Background: an optimization exercise with open tools, aiming at small area and a short achievable clock period. Do not read the settings as production practice. In this exercise RTL edits were held to simulation tests only and were not proved equivalent to the original. No activity file was given, so power comes from the tool's default toggle rates.

## rev 12
Design pixel_compositor, start of the top module:
module pixel_compositor #(
  parameter int          N_SPRITES  = 4,
  parameter int          TILE_SHIFT = 4,
  parameter int          TILE_ROWS  = 30,
  parameter int          TILE_COLS  = 40,
  parameter logic [23:0] TILE_RGB   = 24'h555500
) (
  input  logic                            Clk,
  input  logic                            Reset,
  input  logic                            frame_start,
  input  logic                            pix_valid,
  input  logic [9:0]                      DrawX,
  input  logic [9:0]                      DrawY,
  input  logic [N_SPRITES-1:0]            spr_en,
  input  logic [10*N_SPRITES-1:0]         spr_x,
  input  logic [10*N_SPRITES-1:0]         spr_y,
  input  logic [10*N_SPRITES-1:0]         spr_w,
  input  logic [10*N_SPRITES-1:0]         spr_h,
  input  logic [24*N_SPRITES-1:0]         spr_rgb,
  input  logic                            tile_we,
  input  logic [$clog2(TILE_ROWS)-1:0]    tile_row,
  input  logic [$clog2(TILE_COLS)-1:0]    tile_col,
  input  logic                            tile_din,
  output logic                            out_valid,
  output logic [7:0]                      Red,
  output logic [7:0]                      Green,
  output logic [7:0]                      Blue,
  output logic [$clog2(N_SPRITES):0]      hit_idx
);
For scale: roughly 1700 flip-flops, roughly 330 I/O pins, roughly 72000 µm² of cells after synthesis.
==> module pixel_compositor, before the edit <==
module pixel_compositor #(
  parameter int          N_SPRITES  = 4,
  parameter int          TILE_SHIFT = 4,
  parameter int          TILE_ROWS  = 30,
  parameter int          TILE_COLS  = 40,
  parameter logic [23:0] TILE_RGB   = 24'h555500
) (
  input  logic                            Clk,
  input  logic                            Reset,
  input  logic                            frame_start,
  input  logic                            pix_valid,
  input  logic [9:0]                      DrawX,
  input  logic [9:0]                      DrawY,
  input  logic [N_SPRITES-1:0]            spr_en,
  input  logic [10*N_SPRITES-1:0]         spr_x,
  input  logic [10*N_SPRITES-1:0]         spr_y,
  input  logic [10*N_SPRITES-1:0]         spr_w,
  input  logic [10*N_SPRITES-1:0]         spr_h,
  input  logic [24*N_SPRITES-1:0]         spr_rgb,
  input  logic                            tile_we,
  input  logic [$clog2(TILE_ROWS)-1:0]    tile_row,
  input  logic [$clog2(TILE_COLS)-1:0]    tile_col,
  input  logic                            tile_din,
  output logic                            out_valid,
  output logic [7:0]                      Red,
  output logic [7:0]                      Green,
  output logic [7:0]                      Blue,
  output logic [$clog2(N_SPRITES):0]      hit_idx
);
  localparam int RW = $clog2(TILE_ROWS);
  localparam int CW = $clog2(TILE_COLS);
  logic [N_SPRITES-1:0]    act_en_q;
  logic [10:0]             lox_q [N_SPRITES];
  logic [10:0]             hix_q [N_SPRITES];
  logic [10:0]             loy_q [N_SPRITES];
  logic [10:0]             hiy_q [N_SPRITES];
  logic [24*N_SPRITES-1:0] act_rgb_q;
  logic [24*N_SPRITES-1:0] prev_rgb_q;
  always_ff @(posedge Clk) begin
    if (Reset)            act_en_q <= '0;
    else if (frame_start) act_en_q <= spr_en;
    if (frame_start) act_rgb_q <= spr_rgb;
    prev_rgb_q <= act_rgb_q;
  end
  for (genvar i = 0; i < N_SPRITES; i++) begin : g_spr
    always_ff @(posedge Clk) begin
      if (frame_start) begin
        lox_q[i] <= {1'b0, spr_x[10*i +: 10]} - {1'b0, spr_w[10*i +: 10]};
        hix_q[i] <= {1'b0, spr_x[10*i +: 10]} + {1'b0, spr_w[10*i +: 10]};
        loy_q[i] <= {1'b0, spr_y[10*i +: 10]} - {1'b0, spr_h[10*i +: 10]};
        hiy_q[i] <= {1'b0, spr_y[10*i +: 10]} + {1'b0, spr_h[10*i +: 10]};
      end
    end
  end
  logic [TILE_COLS-1:0] tile_q [TILE_ROWS];
  logic [TILE_ROWS-1:0] row_sel;
  logic [TILE_COLS-1:0] col_sel;
  logic                 wdat;
  always_comb begin
    for (int r = 0; r < TILE_ROWS; r++) row_sel[r] = Reset || (tile_we && (tile_row == RW'(r)));
    for (int c = 0; c < TILE_COLS; c++) col_sel[c] = Reset || (tile_col == CW'(c));
    wdat = tile_din && !Reset;
  end
  for (genvar r = 0; r < TILE_ROWS; r++) begin : g_row
    for (genvar c = 0; c < TILE_COLS; c++) begin : g_col
      always_ff @(posedge Clk) begin
        if (row_sel[r] && col_sel[c]) tile_q[r][c] <= wdat;
      end
    end
  end
  logic [N_SPRITES-1:0] hit;
  logic [TILE_COLS-1:0] csel;
  logic [TILE_ROWS-1:0] col_bits;
  always_comb begin
    for (int c = 0; c < TILE_COLS; c++) csel[c] = (DrawX[9:4] == 6'(c));
    for (int r = 0; r < TILE_ROWS; r++) col_bits[r] = |(tile_q[r] & csel);
    for (int i = 0; i < N_SPRITES; i++) begin
      hit[i] = act_en_q[i] &&
               (lox_q[i][10] || (DrawX >= lox_q[i][9:0])) &&
               (hix_q[i][10] || (DrawX <= hix_q[i][9:0])) &&
               (loy_q[i][10] || (DrawY >= loy_q[i][9:0])) &&
               (hiy_q[i][10] || (DrawY <= hiy_q[i][9:0]));
    end
  end
  logic                 v1_q;
  logic [N_SPRITES-1:0] hit1_q;
  logic [9:3]           px1_q;
  logic [9:4]           py1_q;
  logic [TILE_ROWS-1:0] cb1_q;
  always_ff @(posedge Clk) begin
    v1_q   <= pix_valid & ~Reset;
    hit1_q <= hit;
    px1_q  <= DrawX[9:3];
    py1_q  <= DrawY[9:4];
    cb1_q  <= col_bits;
  end
  logic [N_SPRITES-1:0] first;
  logic                 prior;
  logic [23:0]          spr_c;
  logic [TILE_ROWS-1:0] rsel;
  logic                 tile_c;
  logic [2:0]           idx_c;
  logic [23:0]          rgb_c;
  always_comb begin
    prior = 1'b0;
    for (int i = 0; i < N_SPRITES; i++) begin
      first[i] = hit1_q[i] & ~prior;
      prior    = prior | hit1_q[i];
    end
    spr_c = '0;
    for (int i = 0; i < N_SPRITES; i++) spr_c = spr_c | (prev_rgb_q[24*i +: 24] & {24{first[i]}});
    idx_c = hit1_q[0] ? 3'd0 : hit1_q[1] ? 3'd1 : hit1_q[2] ? 3'd2 : hit1_q[3] ? 3'd3 : 3'd4;
    for (int r = 0; r < TILE_ROWS; r++) rsel[r] = (py1_q == 6'(r));
    tile_c = |(cb1_q & rsel);
    rgb_c = prior ? spr_c : tile_c ? TILE_RGB : {16'h0000, 1'b0, ~px1_q[9:3]};
  end
  logic        v2_q;
  logic [2:0]  idx2_q;
  logic [23:0] rgb2_q;
  always_ff @(posedge Clk) begin
    v2_q   <= v1_q & ~Reset;
    idx2_q <= idx_c;
    rgb2_q <= rgb_c;
  end
  logic        v3_q;
  logic [2:0]  idx3_q;
  logic [23:0] rgb3_q;
  always_ff @(posedge Clk) begin
    if (Reset || !v2_q) begin
      v3_q   <= 1'b0;
      idx3_q <= 3'd4;
      rgb3_q <= 24'h000000;
    end else begin
      v3_q   <= 1'b1;
      idx3_q <= idx2_q;
      rgb3_q <= rgb2_q;
    end
  end
  assign out_valid = v3_q;
  assign Red       = rgb3_q[23:16];
  assign Green     = rgb3_q[15:8];
  assign Blue      = rgb3_q[7:0];
  assign hit_idx   = idx3_q;
endmodule
export LEC_CHECK = 0
export CAP_MARGIN = 20
export CORE_MARGIN = 2
export CORE_UTILIZATION = 40
export SLEW_MARGIN = 20
create_clock -name core_clock -period 10.0 [get_ports {Clk}]
standard.sh (not shown) runs the stock make flow with config.mk's settings and CLKGATE_MAP_FILE= SYNTH_SCRIPT=/design/flow/synth_recipe.tcl, a recipe that flattens the netlist after the stock synthesis.
==> flow/flow/run.sh <==
#!/bin/bash
# Standard synthesis, then the standard layout with: timing repair aimed at a larger setup margin,
# buf_2 as the port buffer, and clock-tree sink clusters of up to 25 flip-flops. The design is
# still laid out and signed off at the design's clock period and constraints.
set -euo pipefail
bash standard.sh synth > synth.log 2>&1
bash standard.sh SETUP_SLACK_MARGIN=6.8 \
  "BUFFER_PORTS_ARGS=-buffer_cell sky130_fd_sc_hd__buf_2" \
  CTS_CLUSTER_SIZE=25 CTS_CLUSTER_DIAMETER=100 \
  finish > layout.log 2>&1
Rev 12: full flow OK, the timing, design-rule and antenna checks passed
Modified inputs, rev 13 compared to rev 12
--- a/flow/design.v
+++ b/flow/design.v
@@ -51,16 +51,26 @@
         hiy_q[i] <= {1'b0, spr_y[10*i +: 10]} + {1'b0, spr_h[10*i +: 10]};
       end
     end
   end
+  logic          trst_q, twe_q, tdin_q;
+  logic [RW-1:0] trow_q;
+  logic [CW-1:0] tcol_q;
+  always_ff @(posedge Clk) begin
+    trst_q <= Reset;
+    twe_q  <= tile_we;
+    tdin_q <= tile_din;
+    trow_q <= tile_row;
+    tcol_q <= tile_col;
+  end
   logic [TILE_COLS-1:0] tile_q [TILE_ROWS];
   logic [TILE_ROWS-1:0] row_sel;
   logic [TILE_COLS-1:0] col_sel;
   logic                 wdat;
   always_comb begin
-    for (int r = 0; r < TILE_ROWS; r++) row_sel[r] = Reset || (tile_we && (tile_row == RW'(r)));
-    for (int c = 0; c < TILE_COLS; c++) col_sel[c] = Reset || (tile_col == CW'(c));
-    wdat = tile_din && !Reset;
+    for (int r = 0; r < TILE_ROWS; r++) row_sel[r] = trst_q || (twe_q && (trow_q == RW'(r)));
+    for (int c = 0; c < TILE_COLS; c++) col_sel[c] = trst_q || (tcol_q == CW'(c));
+    wdat = tdin_q && !trst_q;
   end
   for (genvar r = 0; r < TILE_ROWS; r++) begin : g_row
     for (genvar c = 0; c < TILE_COLS; c++) begin : g_col
       always_ff @(posedge Clk) begin
@@ -86,14 +96,20 @@
   logic [N_SPRITES-1:0] hit1_q;
   logic [9:3]           px1_q;
   logic [9:4]           py1_q;
   logic [TILE_ROWS-1:0] cb1_q;
+  logic                 pw1_q, pdin1_q, pclr1_q;
+  logic [RW-1:0]        prow1_q;
   always_ff @(posedge Clk) begin
     v1_q   <= pix_valid & ~Reset;
     hit1_q <= hit;
     px1_q  <= DrawX[9:3];
     py1_q  <= DrawY[9:4];
     cb1_q  <= col_bits;
+    pw1_q   <= twe_q && (tcol_q == DrawX[9:4]) && (int'(tcol_q) < TILE_COLS);
+    pdin1_q <= tdin_q;
+    prow1_q <= trow_q;
+    pclr1_q <= trst_q;
   end
   logic [N_SPRITES-1:0] first;
   logic                 prior;
   logic [23:0]          spr_c;
@@ -111,8 +127,10 @@
     for (int i = 0; i < N_SPRITES; i++) spr_c = spr_c | (prev_rgb_q[24*i +: 24] & {24{first[i]}});
     idx_c = hit1_q[0] ? 3'd0 : hit1_q[1] ? 3'd1 : hit1_q[2] ? 3'd2 : hit1_q[3] ? 3'd3 : 3'd4;
     for (int r = 0; r < TILE_ROWS; r++) rsel[r] = (py1_q == 6'(r));
     tile_c = |(cb1_q & rsel);
+    if (pw1_q && ({1'b0, prow1_q} == py1_q) && (int'(prow1_q) < TILE_ROWS)) tile_c = pdin1_q;
+    if (pclr1_q) tile_c = 1'b0;
     rgb_c = prior ? spr_c : tile_c ? TILE_RGB : {16'h0000, 1'b0, ~px1_q[9:3]};
   end
   logic        v2_q;
   logic [2:0]  idx2_q;
## What came out
Taking rev 12 as the reference, in rev 13 worst hold slack ~0 delta; slew at the pin closest to its max-slew limit went down 21 ps. Taking rev 12 as the reference, in rev 13 total area of multi-input combinational cells now sits lower, xor/xnor share of the synthesized area now sits at about the same level, wire length now sits lower. Comparing rev 12 and rev 13, the lower power is on rev 12. Status | rev 12 and rev 13 | clean. Rev 13: number of buffers outside the clock class in the layout about 10% below rev 12.

separate check: timing with driven ports:
How much do the figures lean on ideal ports? The routed layouts below were timed once more, with nothing changed but the port constraints.
Step 1, drivers: a clkbuf_16 drives Clk and a buf_2 each remaining input, both assumed.
Step 2 moves the port delays by t, midway between the first and last clock arrival at a register: inputs arrive t later, outputs are due t later. That takes back most of the time a late clock gives input paths.
Three values: ideal, step 1, step 2; two values: the first two.
| run | t, ns | slack for setup (ns) | slew at the worst register clock pin (ns) |
|---|---|---|---|
| rev 12 | 0.820 | 6.735 / 6.725 / 5.963 | 0.11 / 0.11 |
| rev 13 | 0.834 | 6.706 / 6.689 / 5.855 | 0.11 / 0.11 |
After both steps setup and hold are still met in every run listed. The setup slack of rev 13, which loses most, moves by -0.017 ns with the drivers and by -0.851 ns with both steps.
